This is an optimization exercise on Yosys and OpenROAD, whose aim is small area, a short achievable clock period and few clock cycles, not a production implementation.
The RTL was checked by simulation tests, not by an equivalence proof against the original design.
Power figures rest on the tool's default switching activity, not on a simulated workload.

==> flow/design.v <==
`default_nettype none
package rau_pkg;
   typedef enum logic [1:0] {
      MODE_ADD = 2'd0,
      MODE_SUB = 2'd1,
      MODE_MUL = 2'd2,
      MODE_DIV = 2'd3
   } mode_type;
   typedef struct packed {
      mode_type           mode;
      logic signed [31:0] left_numerator;
      logic [30:0]        left_denominator;
      logic signed [31:0] right_numerator;
      logic [30:0]        right_denominator;
   } req_type;
   typedef struct packed {
      logic signed [63:0] whole_part;
      logic signed [31:0] frac_numerator;
      logic [62:0]        frac_denominator;
      logic               divide_by_zero;
   } rsp_type;
endpackage
`default_nettype wire
`default_nettype none
module rau_alu #(
   parameter int W = 64   
) (
   input  wire [W-1:0]  a,
   input  wire [W-1:0]  b,
   input  wire          cin,
   output logic [W-1:0] y,
   output logic         cout
);
   localparam int L = 6;   
   logic [W-1:0] p0;
   logic [W-1:0] g [0:L];
   logic [W-1:0] p [0:L];
   always_comb begin
      p0   = a ^ b;
      g[0] = a & b;
      p[0] = p0;
      g[0][0] = (a[0] & b[0]) | (p0[0] & cin);
      for (int l = 0; l < L; l++) begin
         for (int i = 0; i < W; i++) begin
            if (i >= (1 << l)) begin
               g[l + 1][i] = g[l][i] | (p[l][i] & g[l][i - (1 << l)]);
               p[l + 1][i] = p[l][i] & p[l][i - (1 << l)];
            end else begin
               g[l + 1][i] = g[l][i];
               p[l + 1][i] = p[l][i];
            end
         end
      end
      y    = p0 ^ {g[L][W-2:0], cin};
      cout = g[L][W-1];
   end
endmodule
`default_nettype wire
`default_nettype none
module rational_arithmetic_unit (
   input  wire                   clock,
   input  wire                   reset,
   input  wire                   req_valid,
   output logic                  req_ready,
   input  wire [127:0]           req_payload,
   output logic                  rsp_valid,
   input  wire                   rsp_ready,
   output logic [159:0]          rsp_payload
);
   rau_pkg::req_type req_p;
   assign req_p = req_payload;
   localparam int IDLE  = 0;
   localparam int MUL   = 1;
   localparam int FIX   = 2;
   localparam int GCD   = 3;
   localparam int ALIGN = 4;
   localparam int DIV   = 5;
   localparam int FIN   = 6;
   localparam int OUT   = 7;
   logic [7:0]  st_ff, st_in;
   logic        pend_ff, take;
   logic [63:0] u_ff, u_in, v_ff, v_in;
   logic [63:0] m11_ff, m11_in, m12_ff, m12_in, m21_ff, m21_in, m22_ff, m22_in;
   logic [5:0]  cnt_ff, cnt_in;
   logic        addsub_ff, sub_ff, mul_ff, neg3_ff, ones_ff, neg_ff, dbz_ff;
   logic        addsub_in, sub_in, mul_in, neg3_in, ones_in, neg_in, dbz_in;
   logic        r_mul, r_div, r_dbz;
   logic [63:0] r_m12, r_m22;
   always_comb begin
      r_mul = (req_p.mode == rau_pkg::MODE_MUL);
      r_div = (req_p.mode == rau_pkg::MODE_DIV);
      r_dbz = (req_p.left_denominator == 31'd0) || (req_p.right_denominator == 31'd0) ||
              (r_div && req_p.right_numerator == 32'd0);
      if (r_mul)      r_m12 = {33'd0, req_p.right_denominator};
      else if (r_div) r_m12 = 64'(signed'(req_p.right_numerator));
      else            r_m12 = {33'd0, req_p.left_denominator};
      r_m22 = {r_mul ? req_p.right_numerator : {1'b0, req_p.right_denominator},
               1'b0, req_p.left_denominator};
   end
   logic [31:0] bx, by;
   logic        bx_last, by_last, b3;
   logic [63:0] n_a, t1, t2, t3, csa_s, csa_c, n_sum, d_sum;
   logic        c1, c2, c3;
   assign bx = m22_ff[63:32];
   assign by = m22_ff[31:0];
   always_comb begin
      t1 = (ones_ff || bx[0]) ? ((ones_ff || neg3_ff) ? ~m11_ff : m11_ff) : 64'd0;
      c1 = ones_ff || (bx[0] && neg3_ff);
      t2 = (addsub_ff && by[0]) ? (sub_ff ? ~m21_ff : m21_ff) : 64'd0;
      c2 = addsub_ff && by[0] && sub_ff;
      n_a = u_ff;
      if (st_ff[FIX]) begin
         n_a = 64'd0;
         t1  = ~u_ff;
         c1  = 1'b1;
         t2  = 64'd0;
         c2  = 1'b0;
      end
      csa_s = n_a ^ t1 ^ t2;
      csa_c = {(n_a[62:0] & t1[62:0]) | (n_a[62:0] & t2[62:0]) | (t1[62:0] & t2[62:0]), c2};
      b3 = addsub_ff ? bx[0] : by[0];
      t3 = b3 ? (neg3_ff ? ~m12_ff : m12_ff) : 64'd0;
      c3 = b3 && neg3_ff;
      bx_last = ones_ff || (bx[31:1] == 31'd0);
      by_last = (by[31:1] == 31'd0);
   end
   logic [63:0] uv_diff, vu_diff, m1_sum, m2_sum;
   logic        u_ge_v, nc0, nc1, nc2, nc3, nc4;
   rau_alu u_add_n  (.a(csa_s),  .b(csa_c),  .cin(c1),         .y(n_sum),   .cout(nc0));
   rau_alu u_add_d  (.a(v_ff),   .b(t3),     .cin(c3),         .y(d_sum),   .cout(nc1));
   rau_alu u_sub_uv (.a(u_ff),   .b(~v_ff),  .cin(1'b1),       .y(uv_diff), .cout(u_ge_v));
   rau_alu u_sub_vu (.a(v_ff),   .b(~u_ff),  .cin(1'b1),       .y(vu_diff), .cout(nc2));
   rau_alu u_add_m1 (.a(m11_ff), .b(m12_ff), .cin(st_ff[FIN]), .y(m1_sum),  .cout(nc3));
   rau_alu u_add_m2 (.a(m21_ff), .b(m22_ff), .cin(1'b0),       .y(m2_sum),  .cout(nc4));
   logic       u_eq_v, u_zero;
   logic [3:0] dlow;
   logic [1:0] su, sv, sb, sd;
   function automatic logic [1:0] tz3(input logic [2:0] x);
      if (x[0])      tz3 = 2'd1;
      else if (x[1]) tz3 = 2'd2;
      else           tz3 = 2'd3;
   endfunction
   always_comb begin
      u_eq_v = (u_ff == v_ff);
      u_zero = (u_ff == 64'd0);
      dlow   = u_ff[3:0] - v_ff[3:0];
      su     = tz3(u_ff[3:1]);
      sv     = tz3(v_ff[3:1]);
      sb     = tz3(u_ff[3:1] | v_ff[3:1]);
      sd     = tz3(dlow[3:1]);
   end
   logic        sat;
   logic [31:0] fnum;
   always_comb begin
      sat = (u_ff[62:31] != 32'd0);
      if (neg_ff) fnum = sat ? 32'h8000_0001 : vu_diff[31:0];
      else        fnum = sat ? 32'h7FFF_FFFF : u_ff[31:0];
   end
   typedef enum logic [1:0] {SRC_HOLD, SRC_A, SRC_B, SRC_C} src_type;
   src_type    u_src, v_src, m11_src, m12_src, m21_src, m22_src;
   logic [1:0] u_sh, v_sh, m11_sh, m12_sh, m21_sh, m22_sh;
   logic       m11_fill;
   always_comb begin
      st_in     = st_ff;
      cnt_in    = cnt_ff;
      addsub_in = addsub_ff;
      sub_in    = sub_ff;
      mul_in    = mul_ff;
      neg3_in   = neg3_ff;
      ones_in   = ones_ff;
      neg_in    = neg_ff;
      dbz_in    = dbz_ff;
      u_src   = SRC_HOLD;  u_sh   = 2'd0;
      v_src   = SRC_HOLD;  v_sh   = 2'd0;
      m11_src = SRC_HOLD;  m11_sh = 2'd0;
      m12_src = SRC_HOLD;  m12_sh = 2'd0;
      m21_src = SRC_HOLD;  m21_sh = 2'd0;
      m22_src = SRC_HOLD;  m22_sh = 2'd0;
      m11_fill = 1'b0;
      u_in   = 64'd0;
      v_in   = 64'd0;
      m11_in = 64'd0;
      m12_in = 64'd0;
      m21_in = 64'd0;
      m22_in = 64'd0;
      if (take) begin
         begin
            addsub_in = !req_p.mode[1];
            sub_in    = (req_p.mode == rau_pkg::MODE_SUB);
            mul_in    = r_mul;
            neg3_in   = r_div && req_p.right_numerator[31];
            ones_in   = r_mul && (req_p.right_numerator == 32'hFFFF_FFFF);
            neg_in    = 1'b0;
            dbz_in    = r_dbz;
            st_in     = r_dbz ? 8'd1 << FIN : 8'd1 << MUL;
         end
      end
      if (st_ff[MUL]) begin
         ones_in = mul_ff && !ones_ff && (bx[31:1] == 31'h7FFF_FFFF);
         if (bx_last && by_last) begin
            st_in = n_sum[63] ? 8'd1 << FIX : 8'd1 << GCD;
         end
      end
      if (st_ff[FIX]) begin
         neg_in = 1'b1;
         st_in  = 8'd1 << GCD;
      end
      if (st_ff[GCD]) begin
         if (u_zero || (u_ff[0] && v_ff[0] && u_eq_v)) begin
            cnt_in = 6'd0;
            st_in  = 8'd1 << ALIGN;
         end
      end
      if (st_ff[ALIGN]) begin
         if (u_ge_v) begin
            cnt_in = cnt_ff + 6'd1;
         end else if (cnt_ff == 6'd0) begin
            st_in = 8'd1 << FIN;
         end else begin
            st_in = 8'd1 << DIV;
         end
      end
      if (st_ff[DIV]) begin
         cnt_in = cnt_ff - 6'd1;
         if (cnt_ff == 6'd1) begin
            st_in = 8'd1 << FIN;
         end
      end
      if (st_ff[FIN]) begin
         st_in = 8'd1 << OUT;
      end
      if (st_ff[OUT]) begin
         if (rsp_ready) begin
            st_in = take ? (r_dbz ? 8'd1 << FIN : 8'd1 << MUL) : 8'd1 << IDLE;
         end
      end
      if (st_ff[MUL] || (st_ff[FIX])) begin
         u_src = SRC_A;
      end else if (st_ff[GCD]) begin
         if (u_zero) begin
            u_src = SRC_HOLD;
         end else if (!u_ff[0] && !v_ff[0]) begin
            u_sh = sb;
         end else if (!u_ff[0]) begin
            u_sh = su;
         end else if (!v_ff[0]) begin
            u_sh = 2'd0;
         end else if (u_eq_v) begin
            u_src = SRC_C;
         end else if (u_ge_v) begin
            u_src = SRC_B;
            u_sh  = sd;
         end
      end else if (st_ff[DIV] && u_ge_v) begin
         u_src = SRC_B;
      end
      if (st_ff[MUL]) begin
         v_src = SRC_A;
      end else if (st_ff[GCD]) begin
         if (u_zero) begin
            v_src = SRC_HOLD;
         end else if (!u_ff[0] && !v_ff[0]) begin
            v_sh = sb;
         end else if (!u_ff[0]) begin
            v_sh = 2'd0;
         end else if (!v_ff[0]) begin
            v_sh = sv;
         end else if (u_eq_v) begin
            v_src = SRC_C;
         end else if (!u_ge_v) begin
            v_src = SRC_B;
            v_sh  = sd;
         end
      end else if (st_ff[DIV] || (st_ff[ALIGN] && !u_ge_v && cnt_ff != 6'd0)) begin
         v_sh = 2'd1;
      end
      if (st_ff[MUL]) begin
         m11_sh = 2'd1;
         m12_sh = 2'd1;
         m21_sh = 2'd1;
      end else if (st_ff[GCD] && !u_zero) begin
         if (!u_ff[0] && !v_ff[0]) begin
         end else if (!u_ff[0]) begin
            m11_sh = su;
            m21_sh = su;
         end else if (!v_ff[0]) begin
            m12_sh = sv;
            m22_sh = sv;
         end else if (u_eq_v) begin
            m22_src = SRC_A;
         end else if (u_ge_v) begin
            m12_src = SRC_A;
            m11_sh  = sd;
            m22_src = SRC_A;
            m21_sh  = sd;
         end else begin
            m11_src = SRC_A;
            m12_sh  = sd;
            m21_src = SRC_A;
            m22_sh  = sd;
         end
      end else if (st_ff[DIV]) begin
         m11_sh   = 2'd1;
         m11_fill = !u_ge_v;
      end
      u_in   = shr3(pick(u_src, u_ff, n_sum, uv_diff, m1_sum), u_sh);
      v_in   = shr3(pick(v_src, v_ff, d_sum, vu_diff, m2_sum), v_sh);
      m11_in = shl3(pick(m11_src, m11_ff, m1_sum, m1_sum, m1_sum), m11_sh, m11_fill);
      m12_in = shl3(pick(m12_src, m12_ff, m1_sum, m1_sum, m1_sum), m12_sh, 1'b0);
      m21_in = shl3(pick(m21_src, m21_ff, m2_sum, m2_sum, m2_sum), m21_sh, 1'b0);
      m22_in = shl3(pick(m22_src, m22_ff, m2_sum, m2_sum, m2_sum), m22_sh, 1'b0);
      if (take) begin
         u_in   = 64'd0;
         v_in   = 64'd0;
         m11_in = 64'(signed'(req_p.left_numerator));
         m21_in = 64'(signed'(req_p.right_numerator));
         m12_in = r_m12;
         m22_in = r_m22;
      end
      if (st_ff[MUL]) begin
         m22_in = {ones_ff ? 32'd0 : (mul_ff ? {bx[31], bx[31:1]} : {1'b0, bx[31:1]}),
                   1'b0, by[31:1]};
         if (bx_last && by_last) begin
            m11_in = 64'd1;
            m12_in = 64'd0;
            m21_in = 64'd0;
            m22_in = 64'd1;
         end
      end
      if (st_ff[GCD]) begin
         if (u_zero) begin
            v_in   = 64'd1;
            m22_in = 64'd1;
            m11_in = '1;
            m12_in = 64'd0;
         end else if (u_ff[0] && v_ff[0] && u_eq_v) begin
            m11_in = '1;
            m12_in = 64'd0;
         end
      end
      if (st_ff[ALIGN]) begin
         if (u_ge_v) begin
            v_in = {v_ff[62:0], 1'b0};
         end else if (cnt_ff == 6'd0) begin
            v_in = 64'd0;
         end
      end
      if (st_ff[DIV] && cnt_ff == 6'd1) begin
         v_in = 64'd0;
      end
      if (st_ff[FIN]) begin
         if (dbz_ff) begin
            m11_in = 64'd0;
            m21_in = 64'd0;
            m22_in = 64'd0;
         end else begin
            m11_in = neg_ff ? m1_sum : ~m11_ff;
            m21_in = {32'd0, fnum};
         end
      end
   end
   function automatic logic [63:0] pick(input src_type s, input logic [63:0] h,
                                        input logic [63:0] a, input logic [63:0] b,
                                        input logic [63:0] c);
      case (s)
         SRC_A:   pick = a;
         SRC_B:   pick = b;
         SRC_C:   pick = c;
         default: pick = h;
      endcase
   endfunction
   function automatic logic [63:0] shr3(input logic [63:0] x, input logic [1:0] s);
      case (s)
         2'd1:    shr3 = {1'b0, x[63:1]};
         2'd2:    shr3 = {2'b0, x[63:2]};
         2'd3:    shr3 = {3'b0, x[63:3]};
         default: shr3 = x;
      endcase
   endfunction
   function automatic logic [63:0] shl3(input logic [63:0] x, input logic [1:0] s,
                                        input logic fill);
      case (s)
         2'd1:    shl3 = {x[62:0], fill};
         2'd2:    shl3 = {x[61:0], 2'b0};
         2'd3:    shl3 = {x[60:0], 3'b0};
         default: shl3 = x;
      endcase
   endfunction
   assign take = req_valid && (st_ff[IDLE] || (st_ff[OUT] && rsp_ready));
   always_ff @(posedge clock) begin
      if (reset) begin
         st_ff   <= 8'd1 << IDLE;
         pend_ff <= 1'b0;
      end else begin
         st_ff   <= st_in;
         pend_ff <= take;
      end
   end
   always_ff @(posedge clock) begin
      u_ff      <= u_in;
      v_ff      <= v_in;
      m11_ff    <= m11_in;
      m12_ff    <= m12_in;
      m21_ff    <= m21_in;
      m22_ff    <= m22_in;
      cnt_ff    <= cnt_in;
      addsub_ff <= addsub_in;
      sub_ff    <= sub_in;
      mul_ff    <= mul_in;
      neg3_ff   <= neg3_in;
      ones_ff   <= ones_in;
      neg_ff    <= neg_in;
      dbz_ff    <= dbz_in;
   end
   assign req_ready   = pend_ff;
   assign rsp_valid   = st_ff[OUT];
   assign rsp_payload = {m11_ff, m21_ff[31:0], m22_ff[62:0], dbz_ff};
endmodule
`default_nettype wire
==> flow/run.sh <==
#!/bin/bash
# synth_recipe.tcl (not shown) runs the flow's synth.tcl, then flattens the netlist and writes it again
# the make line also repeats each setting of config.mk as NAME=value (left out here)
make -C /OpenROAD-flow-scripts/flow DESIGN_CONFIG=/design/flow/config.mk WORK_HOME=/design/flow/orfs CLKGATE_MAP_FILE= SYNTH_SCRIPT=/design/flow/synth_recipe.tcl finish
==> flow/config.mk <==
export PLATFORM = sky130hd
export DESIGN_NAME = rational_arithmetic_unit
export DESIGN_NICKNAME = rational_arithmetic_unit
export VERILOG_FILES = /design/flow/design.v
export SDC_FILE = /design/flow/constraint.sdc
export NUM_CORES = 4
export LEC_CHECK = 0
export CAP_MARGIN = 20
export CORE_MARGIN = 2
export CORE_UTILIZATION = 40
export SLEW_MARGIN = 20
==> flow/constraint.sdc <==
create_clock -name core_clock -period 13.0 [get_ports {clock}]
set_input_delay 2.6000 -clock core_clock [delete_from_list [all_inputs] [get_ports {clock}]]
set_output_delay 2.6000 -clock core_clock [all_outputs]
set_load 0.01 [all_outputs]
==> flow_summary.toml, run 1 <==
[yosys]
ys_async_sr_fraction_pct = 0
synth_cell_types = 118
synthCells = 8862
synth_nets = 9454
ys_seq_area_share_pct = 13.3
synth-seq-cells = 406
syn_area_per_cell_um2 = 6.96
synth_area_um2 = 61700
synth_flop_cell = "dfxtp_1"
ys_warn_count = 4
synth_edf_count = 6

[global_routing]
antenna_found_initial = 26
grt_pass1_vias = 71141
grt_pass1_wl_mm = 559
grt-ovfl-total = 0
grt_start_max_net_pins = 124
grt_usage_pct = 49.4

[flow_run]
cap_violations = 0

[clock_network]
post_cts_buffers = 0
cts.sinks = 406
numCtsBuffers = 60
clkLatencyLatePin_ps = 740
cts_resized = 0
cts-root-buf = "clkbuf_16"
h-tree-depth = 2
clock_path_buffers = 3
cts_tree = "yes"
clk_pin_slew_ps = 70
hold_buffers = 0

[floorplanning]
start_util_pct = 40.2
die-height_um = 397
fp.dieW_um = 397
io_pins = 294
core-area_um2 = 154000
num_rows = 144
die_area_um2 = 157000

[power_and_ir_drop]
swShare_pct = 60.6
p_leak_nw = 26.5
seq_power_share_pct = 14.4
p_int_w = 0.00562
power_density_nw_per_um2 = 210
ir_drop_uv = 128
pwr-share-clk_pct = 13.1
p_sw_w = 0.00866
p_comb_share_pct = 72.5

[route]
drtIter0Drc = 11350
via_per_inst = 7.13
postRouteAntennaNets = 0
vias = 76793
wl_mm = 407
wl_per_cell_um = 37.8
drc = 0
first_pass_iters = 10

[finish]
drive_gt1_share_pct = 6.70
area_growth_pct = 10.2
fin_nets = 9252
ff_latch_area_um2 = 8200
final_util_pct = 44.2
final_cell_mix = "1,072 x nand2_1, 943 x a21oi_1, 808 x nor2_1"
multi_input_area_um2 = 49700
layout_commonest_cell = "nand2_1"
nFillCells = 16048
fin_area_um2 = 68000

[timing]
rsz0062_at_grt = "no"
finalClockSkew_ps = 37.6
drv_slew = 0
hold_viol = 0
finalSetupTns_ps = 0
slew_headroom_pct = 7.19
min_period_over_period_pct = 62.6
finalSetupViolCount = 0
setup_slack_ps = 4860
min_period_ps = 8140
fmax_mhz = 123
max_slew.worst_pin.slew_ps = 1380

[worst_setup_path]
startpoint_type = "flop"
end_kind = "flop"
arrival_ps = 8730
required_ps = 13580
path_max_fanout = 6
critical_path_class = "reg -> reg"

[placed_design]
dpl_cell_area_um2 = 65700
place_ws_ps = 5430
dp_hpwl_mm = 330
portBuffers = 293
gp_congestion = 1.10

[hold_path]
hold_class = "reg -> reg"

[outcome]
outcome = "complete, no violations"
==> kinds of logic after synthesis <==
kind of cell | synth area share (%)
AND/OR/NAND/NOR | 20.0
multiplexers | 7.04
flip-flops | 13.3
XOR/XNOR | 7.45
AO/OA/AOI/OAI | 35.0
adder cells (fa/ha/maj) | 10.2
buffers and inverters | 7.01
==> synth_stat cells (152+ instances only) <==
cell type / number / area [µm²]
inv_1: 248 / 931
dfxtp_1: 400 / 8010
a31oi_1: 178 / 1110
ha_1: 388 / 4850
a21o_1: 158 / 1190
nor2_1: 816 / 3060
nand4_1: 152 / 951
clkbuf_1: 441 / 1660
xnor2_1: 333 / 2920
nand2_1: 1075 / 4040
mux2i_1: 323 / 3230
nor3_1: 177 / 886
a21oi_1: 948 / 4740
o21ai_0: 586 / 2930
o22ai_1: 152 / 951
xor2_1: 192 / 1680
a211oi_1: 173 / 1300
nand3_1: 163 / 816
==> worst paths after layout <==
path / start / to / slack (ps) / depth (start not counted)
worst max register to register: m22_ff[0]$_DFF_P_ / u_ff[56]$_SDFF_PP0_ / 4860 / 19
worst min-delay path: cnt_ff[0]$_DFF_P_ / cnt_ff[0]$_DFF_P_ / 560 / 2
worst min register to register: cnt_ff[0]$_DFF_P_ / cnt_ff[0]$_DFF_P_ / 560 / 2
worst max-delay path: m22_ff[0]$_DFF_P_ / u_ff[56]$_SDFF_PP0_ / 4860 / 19
==> layer usage <==
metal / vias to the layer above / global-route usage (%) / share of wire [%]
met1: 36579 / 57.0 / 36
met3: 1627 / 15.7 / 12
met2: 6073 / 73.0 / 41
met5: - / 0.585 / 0.057
li1: 32498 / - / -
met4: 16 / 43.7 / 11
==> power groups by stage <==
stage	Sequential (W)	Combinational, W	Clock (W)
2_1_floorplan	0.00177	0.00582	0
3_3_place_gp	0.00204	0.00986	0
3_5_place_dp	0.00204	0.00977	0
4_1_cts	0.00202	0.00983	0.00185
5_1_grt	0.00204	0.0107	0.00189
6_report	0.00206	0.0104	0.00186
==> metrics by stage <==
step | cells | total power, W | hold slack (ps)
floorplan | 8862 | 0.00759 | 473
global placement | 10634 | 0.0119 | 538
detailed placement | 10638 | 0.0118 | 557
CTS | 10750 | 0.0137 | 567
global route | 10757 | 0.0146 | 609
finish | 10773 | 0.0143 | 564
==> worst max-delay path: stages (launching register included) <==
cell and delay (ps):
dfxtp_1 570, nand2_1 140, nor2_1 770, nand2_1 250, fa_1 600, inv_1 50
fa_1 410, fa_1 480, a21o_1 230, a311oi_1 930, o21bai_1 220, o21ai_0 460
o211a_1 350, o31ai_2 140, a211oi_1 1050, o21ai_0 300, xnor2_1 210, o21ai_0 360
mux2i_1 130, o221ai_1 340
==> registers in the layout, summed over array words and instances (netlist names), 6 cells and up <==
name    count
m22_ff     64
m21_ff     64
v_ff       64
cnt_ff      6
st_ff       8
m11_ff     64
m12_ff     64
u_ff       64
==> final cells by class <==
type	instances	area share (%)
well taps	2044	3.76
diodes	19	0.0699
flip-flops and latches	406	12.1
repair buffers	479	6.50
inverters	253	1.40
clock buffers	81	2.62
clock inverters	31	0.512
multi-input cells	7460	73.1
Testbench counts, summed over its fixed seeds: cycles 62,642.
==> inputs of run 2 (changes only) <==
--- a/flow/design.v
+++ b/flow/design.v
@@ -82,13 +82,16 @@
    logic [63:0] u_ff, u_in, v_ff, v_in;
    logic [63:0] m11_ff, m11_in, m12_ff, m12_in, m21_ff, m21_in, m22_ff, m22_in;
    logic [5:0]  cnt_ff, cnt_in;
-   logic        addsub_ff, sub_ff, mul_ff, neg3_ff, ones_ff, neg_ff, dbz_ff;
-   logic        addsub_in, sub_in, mul_in, neg3_in, ones_in, neg_in, dbz_in;
-   logic        r_mul, r_div, r_dbz;
+   logic        addsub_ff, sub_ff, mul_ff, neg3_ff, ones_ff, neg_ff, dbz_ff, inv1_ff;
+   logic        addsub_in, sub_in, mul_in, neg3_in, ones_in, neg_in, dbz_in, inv1_in;
+   logic        r_mul, r_div, r_dbz, r_sub, r_neg3, r_inv1;
    logic [63:0] r_m12, r_m22;
    always_comb begin
       r_mul = (req_p.mode == rau_pkg::MODE_MUL);
       r_div = (req_p.mode == rau_pkg::MODE_DIV);
+      r_sub = (req_p.mode == rau_pkg::MODE_SUB);
+      r_neg3 = r_div && req_p.right_numerator[31];
+      r_inv1 = r_neg3 || (r_mul && (req_p.right_numerator == 32'hFFFF_FFFF));
       r_dbz = (req_p.left_denominator == 31'd0) || (req_p.right_denominator == 31'd0) ||
               (r_div && req_p.right_numerator == 32'd0);
       if (r_mul)      r_m12 = {33'd0, req_p.right_denominator};
@@ -98,38 +101,61 @@
                1'b0, req_p.left_denominator};
    end
    logic [31:0] bx, by;
-   logic        bx_last, by_last, b3;
-   logic [63:0] n_a, t1, t2, t3, csa_s, csa_c, n_sum, d_sum;
-   logic        c1, c2, c3;
+   logic        bx_last, by_last, g1a, g1b, g2a, g2b, g3a, g3b;
+   logic [63:0] n_a, t1a, t1b, t2a, t2b, t3a, t3b, n_sum, d_sum;
+   logic [63:0] s1, k1, s2, k2, s3, k3, s4, k4;
+   logic        c1;
    assign bx = m22_ff[63:32];
    assign by = m22_ff[31:0];
+   function automatic logic [63:0] csa_c(input logic [63:0] x, input logic [63:0] y,
+                                         input logic [63:0] z, input logic cin);
+      csa_c = {(x[62:0] & y[62:0]) | (x[62:0] & z[62:0]) | (y[62:0] & z[62:0]), cin};
+   endfunction
    always_comb begin
-      t1 = (ones_ff || bx[0]) ? ((ones_ff || neg3_ff) ? ~m11_ff : m11_ff) : 64'd0;
-      c1 = ones_ff || (bx[0] && neg3_ff);
-      t2 = (addsub_ff && by[0]) ? (sub_ff ? ~m21_ff : m21_ff) : 64'd0;
-      c2 = addsub_ff && by[0] && sub_ff;
+      g1a = ones_ff || bx[0];
+      g1b = !ones_ff && bx[1];
+      t1a = g1a ? m11_ff : 64'd0;
+      t1b = g1b ? {m11_ff[62:0], inv1_ff} : 64'd0;
+      g2a = addsub_ff && by[0];
+      g2b = addsub_ff && by[1];
+      t2a = g2a ? m21_ff : 64'd0;
+      t2b = g2b ? {m21_ff[62:0], sub_ff} : 64'd0;
       n_a = u_ff;
       if (st_ff[FIX]) begin
          n_a = 64'd0;
-         t1  = ~u_ff;
-         c1  = 1'b1;
-         t2  = 64'd0;
-         c2  = 1'b0;
-      end
-      csa_s = n_a ^ t1 ^ t2;
-      csa_c = {(n_a[62:0] & t1[62:0]) | (n_a[62:0] & t2[62:0]) | (t1[62:0] & t2[62:0]), c2};
-      b3 = addsub_ff ? bx[0] : by[0];
-      t3 = b3 ? (neg3_ff ? ~m12_ff : m12_ff) : 64'd0;
-      c3 = b3 && neg3_ff;
-      bx_last = ones_ff || (bx[31:1] == 31'd0);
-      by_last = (by[31:1] == 31'd0);
+         t1a = ~u_ff;
+         g1a = 1'b1;
+         t1b = 64'd0;
+         g1b = 1'b0;
+         t2a = 64'd0;
+         g2a = 1'b0;
+         t2b = 64'd0;
+         g2b = 1'b0;
+      end
+      s1 = n_a ^ t1a ^ t1b;
+      k1 = csa_c(n_a, t1a, t1b, g1b && inv1_ff);
+      s2 = s1 ^ k1 ^ t2a;
+      k2 = csa_c(s1, k1, t2a, g2a && sub_ff);
+      s3 = s2 ^ k2 ^ t2b;
+      k3 = csa_c(s2, k2, t2b, g2b && sub_ff);
+      c1 = g1a && (inv1_ff || st_ff[FIX]);
+      g3a = addsub_ff ? bx[0] : by[0];
+      g3b = addsub_ff ? bx[1] : by[1];
+      t3a = g3a ? m12_ff : 64'd0;
+      t3b = g3b ? {m12_ff[62:0], neg3_ff} : 64'd0;
+      s4 = v_ff ^ t3a ^ t3b;
+      k4 = csa_c(v_ff, t3a, t3b, g3b && neg3_ff);
+      bx_last = ones_ff || (bx[31:2] == 30'd0);
+      by_last = (by[31:2] == 30'd0);
    end
    logic [63:0] uv_diff, vu_diff, m1_sum, m2_sum;
    logic        u_ge_v, nc0, nc1, nc2, nc3, nc4;
-   rau_alu u_add_n  (.a(csa_s),  .b(csa_c),  .cin(c1),         .y(n_sum),   .cout(nc0));
-   rau_alu u_add_d  (.a(v_ff),   .b(t3),     .cin(c3),         .y(d_sum),   .cout(nc1));
+   rau_alu u_add_n  (.a(s3), .b(k3), .cin(c1), .y(n_sum), .cout(nc0));
+   rau_alu u_add_d  (.a(st_ff[MUL] ? s4 : v_ff), .b(st_ff[MUL] ? k4 : ~u_ff),
+                     .cin(st_ff[MUL] ? (g3a && neg3_ff) : 1'b1), .y(d_sum), .cout(nc1));
    rau_alu u_sub_uv (.a(u_ff),   .b(~v_ff),  .cin(1'b1),       .y(uv_diff), .cout(u_ge_v));
-   rau_alu u_sub_vu (.a(v_ff),   .b(~u_ff),  .cin(1'b1),       .y(vu_diff), .cout(nc2));
+   assign vu_diff = d_sum;
+   assign nc2     = 1'b0;
    rau_alu u_add_m1 (.a(m11_ff), .b(m12_ff), .cin(st_ff[FIN]), .y(m1_sum),  .cout(nc3));
    rau_alu u_add_m2 (.a(m21_ff), .b(m22_ff), .cin(1'b0),       .y(m2_sum),  .cout(nc4));
    logic       u_eq_v, u_zero;
@@ -168,6 +194,7 @@
       mul_in    = mul_ff;
       neg3_in   = neg3_ff;
       ones_in   = ones_ff;
+      inv1_in   = inv1_ff;
       neg_in    = neg_ff;
       dbz_in    = dbz_ff;
       u_src   = SRC_HOLD;  u_sh   = 2'd0;
@@ -186,17 +213,19 @@
       if (take) begin
          begin
             addsub_in = !req_p.mode[1];
-            sub_in    = (req_p.mode == rau_pkg::MODE_SUB);
+            sub_in    = r_sub;
             mul_in    = r_mul;
-            neg3_in   = r_div && req_p.right_numerator[31];
+            neg3_in   = r_neg3;
             ones_in   = r_mul && (req_p.right_numerator == 32'hFFFF_FFFF);
+            inv1_in   = r_inv1;
             neg_in    = 1'b0;
             dbz_in    = r_dbz;
             st_in     = r_dbz ? 8'd1 << FIN : 8'd1 << MUL;
          end
       end
       if (st_ff[MUL]) begin
-         ones_in = mul_ff && !ones_ff && (bx[31:1] == 31'h7FFF_FFFF);
+         ones_in = mul_ff && !ones_ff && (bx[31:2] == 30'h3FFF_FFFF);
+         inv1_in = inv1_ff || ones_in;
          if (bx_last && by_last) begin
             st_in = n_sum[63] ? 8'd1 << FIX : 8'd1 << GCD;
          end
@@ -275,9 +304,9 @@
          v_sh = 2'd1;
       end
       if (st_ff[MUL]) begin
-         m11_sh = 2'd1;
-         m12_sh = 2'd1;
-         m21_sh = 2'd1;
+         m11_sh = 2'd2;
+         m12_sh = 2'd2;
+         m21_sh = 2'd2;
       end else if (st_ff[GCD] && !u_zero) begin
          if (!u_ff[0] && !v_ff[0]) begin
          end else if (!u_ff[0]) begin
@@ -312,14 +341,17 @@
       if (take) begin
          u_in   = 64'd0;
          v_in   = 64'd0;
-         m11_in = 64'(signed'(req_p.left_numerator));
-         m21_in = 64'(signed'(req_p.right_numerator));
-         m12_in = r_m12;
+         m11_in = 64'(signed'(req_p.left_numerator)) ^ {64{r_inv1}};
+         m21_in = 64'(signed'(req_p.right_numerator)) ^ {64{r_sub}};
+         m12_in = r_m12 ^ {64{r_neg3}};
          m22_in = r_m22;
       end
       if (st_ff[MUL]) begin
-         m22_in = {ones_ff ? 32'd0 : (mul_ff ? {bx[31], bx[31:1]} : {1'b0, bx[31:1]}),
-                   1'b0, by[31:1]};
+         m11_in = (ones_in && !inv1_ff) ? {~m11_ff[61:0], 2'b11} : {m11_ff[61:0], {2{inv1_ff}}};
+         m12_in = {m12_ff[61:0], {2{neg3_ff}}};
+         m21_in = {m21_ff[61:0], {2{sub_ff}}};
+         m22_in = {ones_ff ? 32'd0 : (mul_ff ? {{2{bx[31]}}, bx[31:2]} : {2'b0, bx[31:2]}),
+                   2'b0, by[31:2]};
          if (bx_last && by_last) begin
             m11_in = 64'd1;
             m12_in = 64'd0;
@@ -408,6 +440,7 @@
       sub_ff    <= sub_in;
       mul_ff    <= mul_in;
       neg3_ff   <= neg3_in;
+      inv1_ff   <= inv1_in;
       ones_ff   <= ones_in;
       neg_ff    <= neg_in;
       dbz_ff    <= dbz_in;
==> run 2 against run 1 <==
Effect of this change:
- critical path type unchanged
- sequential power increased by 38%
- non-clock buffer count up 81
- synthesized cell count is 8.6% higher
- sequential share of layout area shrank 1.1 points
- still clean
- combinational power increased by 35%
- worst setup slack better by 340 ps
- critical path depth rose by 3
- area after synthesis is 10% higher
- utilization about the same
- sequential cell count up 1
- wire length increased by 12%
- worst hold slack got worse by 44 ps
==> flow_summary.toml, run 2 <==
[clock_network]
clock_path_buffers = 3
numCtsBuffers = 58
clk_pin_slew_ps = 70
cts-root-buf = "clkbuf_16"
clkLatencyLatePin_ps = 790
h-tree-depth = 2
hold_buffers = 0
cts_tree = "yes"
post_cts_buffers = 0
cts_resized = 0
cts.sinks = 407

[worst_setup_path]
cpPeakStageDelay_ps = 910
cp.depth = 22
critical_path_class = "reg -> reg"
path_max_fanout = 65
arrival_ps = 8380
end_kind = "flop"
path_cells = "inv_1, ha_1, inv_1, fa_1, nand2b_1, a211oi_2, o21ai_2, o221ai_2, o211a_1, nor2_1, o21ai_0, nand3_1, inv_1, ha_2, buf_4, inv_1, buf_4, nor4_2, o41a_1, nand2_1, o211a_1, nor3_1"
crit_top_cell = "inv_1"
startpoint_type = "flop"
required_ps = 13580
cpMaxStageDelayCell = "nor4_2"
cp_top_family = "compound AO/OA/AOI/OAI gates"
crit_buf_inv = 6
r2r_cells = 22

[power_and_ir_drop]
totalPowerFinal_w = 0.0186
power_density_nw_per_um2 = 249
ir_drop_uv = 181
p_leak_nw = 29.3

[global_routing]
grt_pass1_vias = 77346
grt_usage_pct = 50.8
grt-ovfl-total = 0
grt_pass1_wl_mm = 627
grt_start_max_net_pins = 136
antenna_found_initial = 107

[floorplanning]
die_area_um2 = 174000
start_util_pct = 40.3
num_rows = 151
core-area_um2 = 169000
die-height_um = 417
io_pins = 294
fp.dieW_um = 417

[yosys]
synth_nets = 10340
synth_flop_cell = "dfxtp_1"
yosys-top-cells-area = "dfxtp_1 12%, fa_1 7.6%, nand2_1 7.0%, a21oi_1 6.3%, ha_1 6.0%"
synth-seq-cells = 407
ys_seq_area_share_pct = 12.1
yosysTopAreaCell = "dfxtp_1"
synth_edf_count = 7
synthCells = 9621
synth_top_cell_area_share_pct = 11.7
ys_async_sr_fraction_pct = 0
synth_area_um2 = 68200
synth_cell_types = 145
syn_area_per_cell_um2 = 7.09
synth.most_common_cell = "nand2_1"
ys_top_cells_by_count = "1,275 x nand2_1, 854 x a21oi_1, 706 x o21ai_0, 705 x nor2_1, 460 x clkbuf_1"
ys_warn_count = 4

[placed_design]
gp_congestion = 1.14
dp_hpwl_mm = 357
portBuffers = 293
dpl.cell_count = 11605

[hold_path]
holdPathStages = 2
hold_class = "reg -> reg"

[flow_run]
cap_violations = 0

[timing]
drv_slew = 0
min_period_ps = 7810
max_slew.worst_pin.slew_ps = 1350
slew_headroom_pct = 8.98
hold_viol = 0
fmax_mhz = 128
min_period_over_period_pct = 60.0
finalClockSkew_ps = 140
hold_slack_ps = 520
finalSetupViolCount = 0
rsz0062_at_grt = "no"
finalSetupTns_ps = 0

[finish]
fin_nets = 10168
layout_commonest_cell = "nand2_1"
final_cell_mix = "1,268 x nand2_1, 853 x a21oi_1, 703 x o21ai_0"
final_cells = 11824
multi_input_area_um2 = 55000
ff_latch_area_um2 = 8240
nFillCells = 17539
area_growth_pct = 9.84
drive_gt1_share_pct = 7.31

[route]
vias = 85121
drc = 0
wl_per_cell_um = 38.7
postRouteAntennaNets = 0
drtIter0Drc = 13572
first_pass_iters = 11
wl_mm = 457
via_per_inst = 7.20

[outcome]
outcome = "complete, no violations"
-- run 2: cell types whose count changed after synthesis, moves of 61 or more --
cell     change
xor2_1      -66
ha_1        -61
nor2b_1    +161
inv_1      +184
fa_1       +188
nand2_1    +200
nor2_1     -111
a21oi_1     -94
and2_1     +125
xnor2_1     -85
o21ai_0    +120
-- run 2: through the flow --
step / cell area (µm²) / setup slack (ps) / utilization (%)
finish: 74900 / 5190 / 44.2
global route: 74700 / 5180 / 44.1
CTS: 74500 / 5510 / 44.0
detailed placement: 72500 / 5690 / 42.8
global placement: 72500 / 5680 / 42.8
floorplan: 68200 / 6980 / -
-- run 2: tightest hold or removal path, stage by stage, from the launching register on --
cell     delay [ps]
dfxtp_1         340
nand2_1          60
o21ai_0          70
-- run 2: path summary, 6_finish.rpt --
| check | startpoint | end | slack, ps |
|---|---|---|---|
| worst max-delay path | u_ff[0]$_SDFFE_PP0P_ | u_ff[54]$_SDFF_PP0_ | 5190 |
| worst min-delay path | v_ff[14]$_SDFF_PP0_ | v_ff[15]$_SDFF_PP0_ | 520 |
| worst max register to register | u_ff[0]$_SDFFE_PP0P_ | u_ff[54]$_SDFF_PP0_ | 5190 |
| worst min register to register | v_ff[14]$_SDFF_PP0_ | v_ff[15]$_SDFF_PP0_ | 520 |
-- run 2: cells by family after synthesis --
family	after synthesis	share of synthesized area, %
AOI/OAI and AO/OA	3386	33.2
and+or+nand+nor	3255	22.4
buffers and inverters	1229	8.06
adders and majority gates	587	13.6
DFF	407	12.1
muxes	380	5.74
xor gates and xnor gates	377	4.90
-- run 2: power breakdown --
part | internal [W] | switching [W]
Sequential | 0.00156 | 0.00129
Combinational | 0.00431 | 0.00969
Clock | 0.000957 | 0.000819
-- run 2: cell type report --
cell class	instances	area share (%)
antenna	112	0.374
clock buffer	71	2.13
clock inverter	34	0.503
inverter	437	2.19
multi-input combinational	7985	73.5
sequential	407	11.0
tap	2218	3.71
timing repair buffer	560	6.61
-- run 2: metal layers --
layer  wire length (µm)  GRT usage (%)  vias up  part of all wire, %
met5                246          0.194        -                0.054
met4              51700           45.7       36                   11
met3              67900           24.0     2031                   15
met1             160000           58.2    40694                   35
met2             177000           69.4     7290                   39
li1                   -              -    35070                    -
Testbench counts of run 2, summed over its fixed seeds: cycles 50,511.
==> inputs of run 3 (changes only) <==
--- a/flow/design.v
+++ b/flow/design.v
@@ -78,7 +78,7 @@
    localparam int FIN   = 6;
    localparam int OUT   = 7;
    logic [7:0]  st_ff, st_in;
-   logic        pend_ff, take;
+   logic        pend_ff, take, sat_ff, sat_in;
    logic [63:0] u_ff, u_in, v_ff, v_in;
    logic [63:0] m11_ff, m11_in, m12_ff, m12_in, m21_ff, m21_in, m22_ff, m22_in;
    logic [5:0]  cnt_ff, cnt_in;
@@ -121,24 +121,13 @@
       t2a = g2a ? m21_ff : 64'd0;
       t2b = g2b ? {m21_ff[62:0], sub_ff} : 64'd0;
       n_a = u_ff;
-      if (st_ff[FIX]) begin
-         n_a = 64'd0;
-         t1a = ~u_ff;
-         g1a = 1'b1;
-         t1b = 64'd0;
-         g1b = 1'b0;
-         t2a = 64'd0;
-         g2a = 1'b0;
-         t2b = 64'd0;
-         g2b = 1'b0;
-      end
       s1 = n_a ^ t1a ^ t1b;
       k1 = csa_c(n_a, t1a, t1b, g1b && inv1_ff);
       s2 = s1 ^ k1 ^ t2a;
       k2 = csa_c(s1, k1, t2a, g2a && sub_ff);
       s3 = s2 ^ k2 ^ t2b;
       k3 = csa_c(s2, k2, t2b, g2b && sub_ff);
-      c1 = g1a && (inv1_ff || st_ff[FIX]);
+      c1 = g1a && inv1_ff;
       g3a = addsub_ff ? bx[0] : by[0];
       g3b = addsub_ff ? bx[1] : by[1];
       t3a = g3a ? m12_ff : 64'd0;
@@ -148,17 +137,19 @@
       bx_last = ones_ff || (bx[31:2] == 30'd0);
       by_last = (by[31:2] == 30'd0);
    end
-   logic [63:0] uv_diff, vu_diff, m1_sum, m2_sum;
+   logic [63:0] uv_diff, vu_diff, m1_sum, m2_sum, neg_u;
    logic        u_ge_v, nc0, nc1, nc2, nc3, nc4;
    rau_alu u_add_n  (.a(s3), .b(k3), .cin(c1), .y(n_sum), .cout(nc0));
    rau_alu u_add_d  (.a(st_ff[MUL] ? s4 : v_ff), .b(st_ff[MUL] ? k4 : ~u_ff),
                      .cin(st_ff[MUL] ? (g3a && neg3_ff) : 1'b1), .y(d_sum), .cout(nc1));
    rau_alu u_sub_uv (.a(u_ff),   .b(~v_ff),  .cin(1'b1),       .y(uv_diff), .cout(u_ge_v));
    assign vu_diff = d_sum;
+   logic nc5;
+   rau_alu u_neg_u (.a(~u_ff), .b(64'd0), .cin(1'b1), .y(neg_u), .cout(nc5));
    assign nc2     = 1'b0;
-   rau_alu u_add_m1 (.a(m11_ff), .b(m12_ff), .cin(st_ff[FIN]), .y(m1_sum),  .cout(nc3));
+   rau_alu u_add_m1 (.a(m11_ff), .b(m12_ff), .cin(1'b0),       .y(m1_sum),  .cout(nc3));
    rau_alu u_add_m2 (.a(m21_ff), .b(m22_ff), .cin(1'b0),       .y(m2_sum),  .cout(nc4));
-   logic       u_eq_v, u_zero;
+   logic       u_eq_v, u_zero, odd_sel;
    logic [3:0] dlow;
    logic [1:0] su, sv, sb, sd;
    function automatic logic [1:0] tz3(input logic [2:0] x);
@@ -169,6 +160,7 @@
    always_comb begin
       u_eq_v = (u_ff == v_ff);
       u_zero = (u_ff == 64'd0);
+      odd_sel = st_ff[GCD] && !u_zero && u_ff[0] && v_ff[0] && !u_eq_v;
       dlow   = u_ff[3:0] - v_ff[3:0];
       su     = tz3(u_ff[3:1]);
       sv     = tz3(v_ff[3:1]);
@@ -178,8 +170,8 @@
    logic        sat;
    logic [31:0] fnum;
    always_comb begin
-      sat = (u_ff[62:31] != 32'd0);
-      if (neg_ff) fnum = sat ? 32'h8000_0001 : vu_diff[31:0];
+      sat = sat_ff;
+      if (neg_ff) fnum = sat ? 32'h8000_0001 : neg_u[31:0];
       else        fnum = sat ? 32'h7FFF_FFFF : u_ff[31:0];
    end
    typedef enum logic [1:0] {SRC_HOLD, SRC_A, SRC_B, SRC_C} src_type;
@@ -197,6 +189,7 @@
       inv1_in   = inv1_ff;
       neg_in    = neg_ff;
       dbz_in    = dbz_ff;
+      sat_in    = ((st_ff[DIV] && u_ge_v) ? uv_diff[62:31] : u_ff[62:31]) != 32'd0;
       u_src   = SRC_HOLD;  u_sh   = 2'd0;
       v_src   = SRC_HOLD;  v_sh   = 2'd0;
       m11_src = SRC_HOLD;  m11_sh = 2'd0;
@@ -227,11 +220,11 @@
          ones_in = mul_ff && !ones_ff && (bx[31:2] == 30'h3FFF_FFFF);
          inv1_in = inv1_ff || ones_in;
          if (bx_last && by_last) begin
-            st_in = n_sum[63] ? 8'd1 << FIX : 8'd1 << GCD;
+            st_in = 8'd1 << FIX;
          end
       end
       if (st_ff[FIX]) begin
-         neg_in = 1'b1;
+         neg_in = u_ff[63];
          st_in  = 8'd1 << GCD;
       end
       if (st_ff[GCD]) begin
@@ -244,7 +237,7 @@
          if (u_ge_v) begin
             cnt_in = cnt_ff + 6'd1;
          end else if (cnt_ff == 6'd0) begin
-            st_in = 8'd1 << FIN;
+            st_in = 8'd1 << OUT;
          end else begin
             st_in = 8'd1 << DIV;
          end
@@ -252,7 +245,7 @@
       if (st_ff[DIV]) begin
          cnt_in = cnt_ff - 6'd1;
          if (cnt_ff == 6'd1) begin
-            st_in = 8'd1 << FIN;
+            st_in = 8'd1 << OUT;
          end
       end
       if (st_ff[FIN]) begin
@@ -263,8 +256,10 @@
             st_in = take ? (r_dbz ? 8'd1 << FIN : 8'd1 << MUL) : 8'd1 << IDLE;
          end
       end
-      if (st_ff[MUL] || (st_ff[FIX])) begin
+      if (st_ff[MUL]) begin
          u_src = SRC_A;
+      end else if (st_ff[FIX] && u_ff[63]) begin
+         u_src = SRC_C;
       end else if (st_ff[GCD]) begin
          if (u_zero) begin
             u_src = SRC_HOLD;
@@ -276,12 +271,7 @@
             u_sh = 2'd0;
          end else if (u_eq_v) begin
             u_src = SRC_C;
-         end else if (u_ge_v) begin
-            u_src = SRC_B;
-            u_sh  = sd;
          end
-      end else if (st_ff[DIV] && u_ge_v) begin
-         u_src = SRC_B;
       end
       if (st_ff[MUL]) begin
          v_src = SRC_A;
@@ -296,11 +286,8 @@
             v_sh = sv;
          end else if (u_eq_v) begin
             v_src = SRC_C;
-         end else if (!u_ge_v) begin
-            v_src = SRC_B;
-            v_sh  = sd;
          end
-      end else if (st_ff[DIV] || (st_ff[ALIGN] && !u_ge_v && cnt_ff != 6'd0)) begin
+      end else if (st_ff[DIV] || (st_ff[ALIGN] && cnt_ff != 6'd0)) begin
          v_sh = 2'd1;
       end
       if (st_ff[MUL]) begin
@@ -332,7 +319,7 @@
          m11_sh   = 2'd1;
          m11_fill = !u_ge_v;
       end
-      u_in   = shr3(pick(u_src, u_ff, n_sum, uv_diff, m1_sum), u_sh);
+      u_in   = shr3(pick(u_src, u_ff, n_sum, uv_diff, st_ff[FIX] ? neg_u : m1_sum), u_sh);
       v_in   = shr3(pick(v_src, v_ff, d_sum, vu_diff, m2_sum), v_sh);
       m11_in = shl3(pick(m11_src, m11_ff, m1_sum, m1_sum, m1_sum), m11_sh, m11_fill);
       m12_in = shl3(pick(m12_src, m12_ff, m1_sum, m1_sum, m1_sum), m12_sh, 1'b0);
@@ -370,26 +357,28 @@
             m12_in = 64'd0;
          end
       end
-      if (st_ff[ALIGN]) begin
-         if (u_ge_v) begin
-            v_in = {v_ff[62:0], 1'b0};
-         end else if (cnt_ff == 6'd0) begin
-            v_in = 64'd0;
-         end
+      if (st_ff[ALIGN] && cnt_ff == 6'd0) begin
+         v_in = 64'd0;
       end
       if (st_ff[DIV] && cnt_ff == 6'd1) begin
          v_in = 64'd0;
       end
-      if (st_ff[FIN]) begin
-         if (dbz_ff) begin
-            m11_in = 64'd0;
-            m21_in = 64'd0;
-            m22_in = 64'd0;
+      if (odd_sel) begin
+         if (u_ge_v) begin
+            u_in = shr3(uv_diff, sd);
          end else begin
-            m11_in = neg_ff ? m1_sum : ~m11_ff;
-            m21_in = {32'd0, fnum};
+            v_in = shr3(vu_diff, sd);
          end
       end
+      if (st_ff[DIV]) begin
+         m12_in = {m12_ff[62:0] | {63{u_ge_v}}, 1'b0};
+      end
+      if (st_ff[DIV] && u_ge_v) begin
+         u_in = uv_diff;
+      end
+      if (st_ff[ALIGN] && u_ge_v) begin
+         v_in = {v_ff[62:0], 1'b0};
+      end
    end
    function automatic logic [63:0] pick(input src_type s, input logic [63:0] h,
                                         input logic [63:0] a, input logic [63:0] b,
@@ -443,10 +432,19 @@
       inv1_ff   <= inv1_in;
       ones_ff   <= ones_in;
       neg_ff    <= neg_in;
+      sat_ff    <= sat_in;
       dbz_ff    <= dbz_in;
    end
    assign req_ready   = pend_ff;
    assign rsp_valid   = st_ff[OUT];
-   assign rsp_payload = {m11_ff, m21_ff[31:0], m22_ff[62:0], dbz_ff};
+   logic [63:0] neg_q;
+   assign neg_q = ~m11_ff ^ m12_ff;
+   always_comb begin
+      if (dbz_ff) begin
+         rsp_payload = {159'd0, 1'b1};
+      end else begin
+         rsp_payload = {neg_ff ? neg_q : ~m11_ff, fnum, m22_ff[62:0], 1'b0};
+      end
+   end
 endmodule
 `default_nettype wire
==> run 3 against run 2 <==
Effect of this change:
- sequential power shrank 3%
- power grew 27%
- sequential cell count grew 1
- critical path depth shrank 11
- utilization grew 0.059 points
- worst hold slack lost 1.3 ps
- largest cell class unchanged
- largest power group unchanged
==> flow_summary.toml, run 3 <==
[worst_setup_path]
cpMaxStageDelayCell = "or3_1"
critical_path_class = "reg -> out"
cp_top_family = "simple AND/OR/NAND/NOR gates"
startpoint_type = "flop"
r2r_cells = 21
end_kind = "output port"
arrival_ps = 5220
required_ps = 10400
crit_top_cell = "or3_1"
path_cells = "inv_1, ha_1, nor3b_1, buf_4, nand4_1, or3_1, or3_1, o21ai_0, a221oi_1, nor2_1, clkdlybuf4s50_1"
cpPeakStageDelay_ps = 850
path_max_fanout = 13
r2r_start = "ones_ff$_DFF_P_"
crit_buf_inv = 3
r2r-end = "u_ff[32]$_DFF_P_"
rrSetupSlack_ps = 5450

[global_routing]
grt-ovfl-total = 0
antenna_found_initial = 59
grt_usage_pct = 49.0
grt_pass1_vias = 79616
grt_start_max_net_pins = 145
grt_pass1_wl_mm = 616

[yosys]
synth_area_um2 = 68800
ys_async_sr_fraction_pct = 0
syn_area_per_cell_um2 = 6.85
synthAdderAreaFrac_pct = 13.4
yosysTopAreaCell = "dfxtp_1"
yosys-top-cells-area = "dfxtp_1 12%, a21oi_1 7.7%, fa_1 7.4%, nand2_1 7.3%, o21ai_0 6.2%"
ys_seq_area_share_pct = 12.0
synthSimpleGateAreaFrac_pct = 23.3
synth_top_family_by_area = "compound AO/OA/AOI/OAI gates"
ys_top_cells_by_count = "1,333 x nand2_1, 1,060 x a21oi_1, 851 x o21ai_0, 826 x nor2_1, 678 x clkbuf_1"
synthCells = 10034
synth.most_common_cell = "nand2_1"
ys_warn_count = 4
synthMuxAreaShare_pct = 4.24
synth-compound-area-share_pct = 34.7
synth_nets = 10750
synth_top_cell_area_share_pct = 11.6
synth_flop_cell = "dfxtp_1"
synthXorXnorAreaFrac_pct = 6.30
synth-seq-cells = 408
synth_edf_count = 8
synth_cell_types = 105

[finish]
area_growth_pct = 10.3
nFillCells = 17793
ff_latch_area_um2 = 8260
final_cell_mix = "1,327 x nand2_1, 1,059 x a21oi_1, 847 x o21ai_0"
fin_nets = 10559
layout_commonest_cell = "nand2_1"
multi_input_area_um2 = 56900
drive_gt1_share_pct = 5.99

[timing]
rsz0062_at_grt = "no"
min_period_over_period_pct = 60.2
max_slew.worst_pin.slew_ps = 1330
hold_viol = 0
hold_slack_ps = 519
drv_slew = 0
fmax_mhz = 128
finalClockSkew_ps = 70.6
slew_headroom_pct = 10.4
finalSetupViolCount = 0
min_period_ps = 7820
finalSetupTns_ps = 0

[clock_network]
post_cts_buffers = 0
cts_resized = 0
cts-root-buf = "clkbuf_16"
clkLatencyLatePin_ps = 740
clk_pin_slew_ps = 70
numCtsBuffers = 56
hold_buffers = 0
cts.sinks = 408
clock_path_buffers = 3
h-tree-depth = 2
cts_tree = "yes"

[placed_design]
gp_congestion = 1.19
dp_hpwl_mm = 353
portBuffers = 293

[route]
first_pass_iters = 12
via_per_inst = 7.23
postRouteAntennaNets = 0
vias = 87900
wl_mm = 451
drc = 0
wl_per_cell_um = 37.1
drtIter0Drc = 15092

[flow_run]
cap_violations = 0

[hold_path]
hold_class = "reg -> reg"
hold_path_end = "v_ff[39]$_DFF_P_"
holdPathStages = 1
hp-start = "v_ff[38]$_DFF_P_"

[floorplanning]
io_pins = 294
fp.dieW_um = 419
core-area_um2 = 171000
start_util_pct = 40.2
die_area_um2 = 175000
die-height_um = 419
num_rows = 152

[power_and_ir_drop]
power_density_nw_per_um2 = 311
ir_drop_uv = 207
p_leak_nw = 29.3

[outcome]
outcome = "complete, no violations"
## run 3: power by group
part | switching [W] | total, W | internal, W
combinational | 0.0134 | 0.0192 | 0.00580
clock | 0.000759 | 0.00166 | 0.000902
sequential | 0.00116 | 0.00276 | 0.00160
total | 0.0153 | 0.0236 | 0.00830
## run 3: area by class of cell
class                      instances  area share [%]
antenna                           42           0.139
clock buffer                      81            2.17
clock inverter                    25           0.271
inverter                         237            1.18
multi-input combinational       8564            75.0
sequential                       408            10.9
tap                             2233            3.68
timing repair buffer             576            6.69
## run 3: kinds of logic (layout without fill, tap and decap cells)
logic type | Yosys count | in the layout
other | 0 | 42
and+or+nand+nor | 3459 | 3459
xor gates and xnor gates | 495 | 495
AOI/OAI and AO/OA | 3743 | 3743
adders and majority gates | 584 | 584
DFF | 408 | 408
buffers and inverters | 1062 | 919
muxes | 283 | 283
## run 3: stage by stage
stage / total power (W) / instances / instance area (µm²) / util, % / setup slack (ps)
2_1_floorplan: 0.0133 / 10034 / 68800 / - / 6690
3_3_place_gp: 0.0206 / 12017 / 73800 / 43.1 / 5540
3_5_place_dp: 0.0206 / 12017 / 73800 / 43.1 / 5610
4_1_cts: 0.0223 / 12123 / 75600 / 44.2 / 5400
5_1_grt: 0.0243 / 12125 / 75700 / 44.2 / 5110
6_report: 0.0236 / 12166 / 75800 / 44.3 / 5180
## run 3: how the worst max path moves through the flow
stage,cells after the start,slack (ps),startpoint,end
after CTS,11,5400,u_ff[0]$_DFF_P_,rsp_payload[94]
after global placement,16,5540,req_payload[127],m11_ff[63]$_DFF_P_
after global routing,11,5110,u_ff[0]$_DFF_P_,rsp_payload[94]
final,11,5180,u_ff[0]$_DFF_P_,rsp_payload[94]
after detailed placement,16,5610,req_payload[127],m11_ff[63]$_DFF_P_
after floorplan,23,6690,st_ff[1]$_SDFF_PP0_,v_ff[59]$_DFF_P_
## run 3: worst reg2reg max path, delay by kind of cell (launching register included)
kind	cells	cell delay, ps
adder cells (fa/ha/maj)	4	1760
buffers and inverters	3	620
AND/OR/NAND/NOR	3	560
flip-flops	1	640
XOR/XNOR	1	140
AO/OA/AOI/OAI	10	3680
## run 3: per-layer routing
layer  track usage, %  vias up  part of all wire [%]
li1                 -    36702                     -
met3             22.8     1810                    15
met1             58.0    41844                    36
met2             66.4     7506                    38
met5             3.06        -                  0.21
met4             40.3       38                    10
Testbench counts of run 3, summed over its fixed seeds: cycles 49,902.

what the ideal ports hide:
Ports are ideal in the flow. The routed layouts listed here were re-timed in OpenROAD.
Step 1 sets driving cells, clkbuf_16 on the clock port and buf_2 on the other inputs (assumed; they add their load-dependent delay and slew).
Step 2 times the ports against the registers' clock, not the clock port: input delays grow and output delays shrink by t, the midpoint of the rising clock arrivals with the driver on.
Three values: ideal ports, drivers, drivers and shift; two values: the first two.
run | t (ns) | setup WS [ns] | worst setup path at the end | cell pins on the clock port's net
run 1 | 0.807 | 4.857 / 4.857 / 4.857 | register to register | 1
run 2 | 0.808 | 5.194 / 5.194 / 5.194 | register to register | 1
run 3 | 0.788 | 5.177 / 5.096 / 5.448 | register to register | 1
After both steps setup and hold are still met in every run listed.
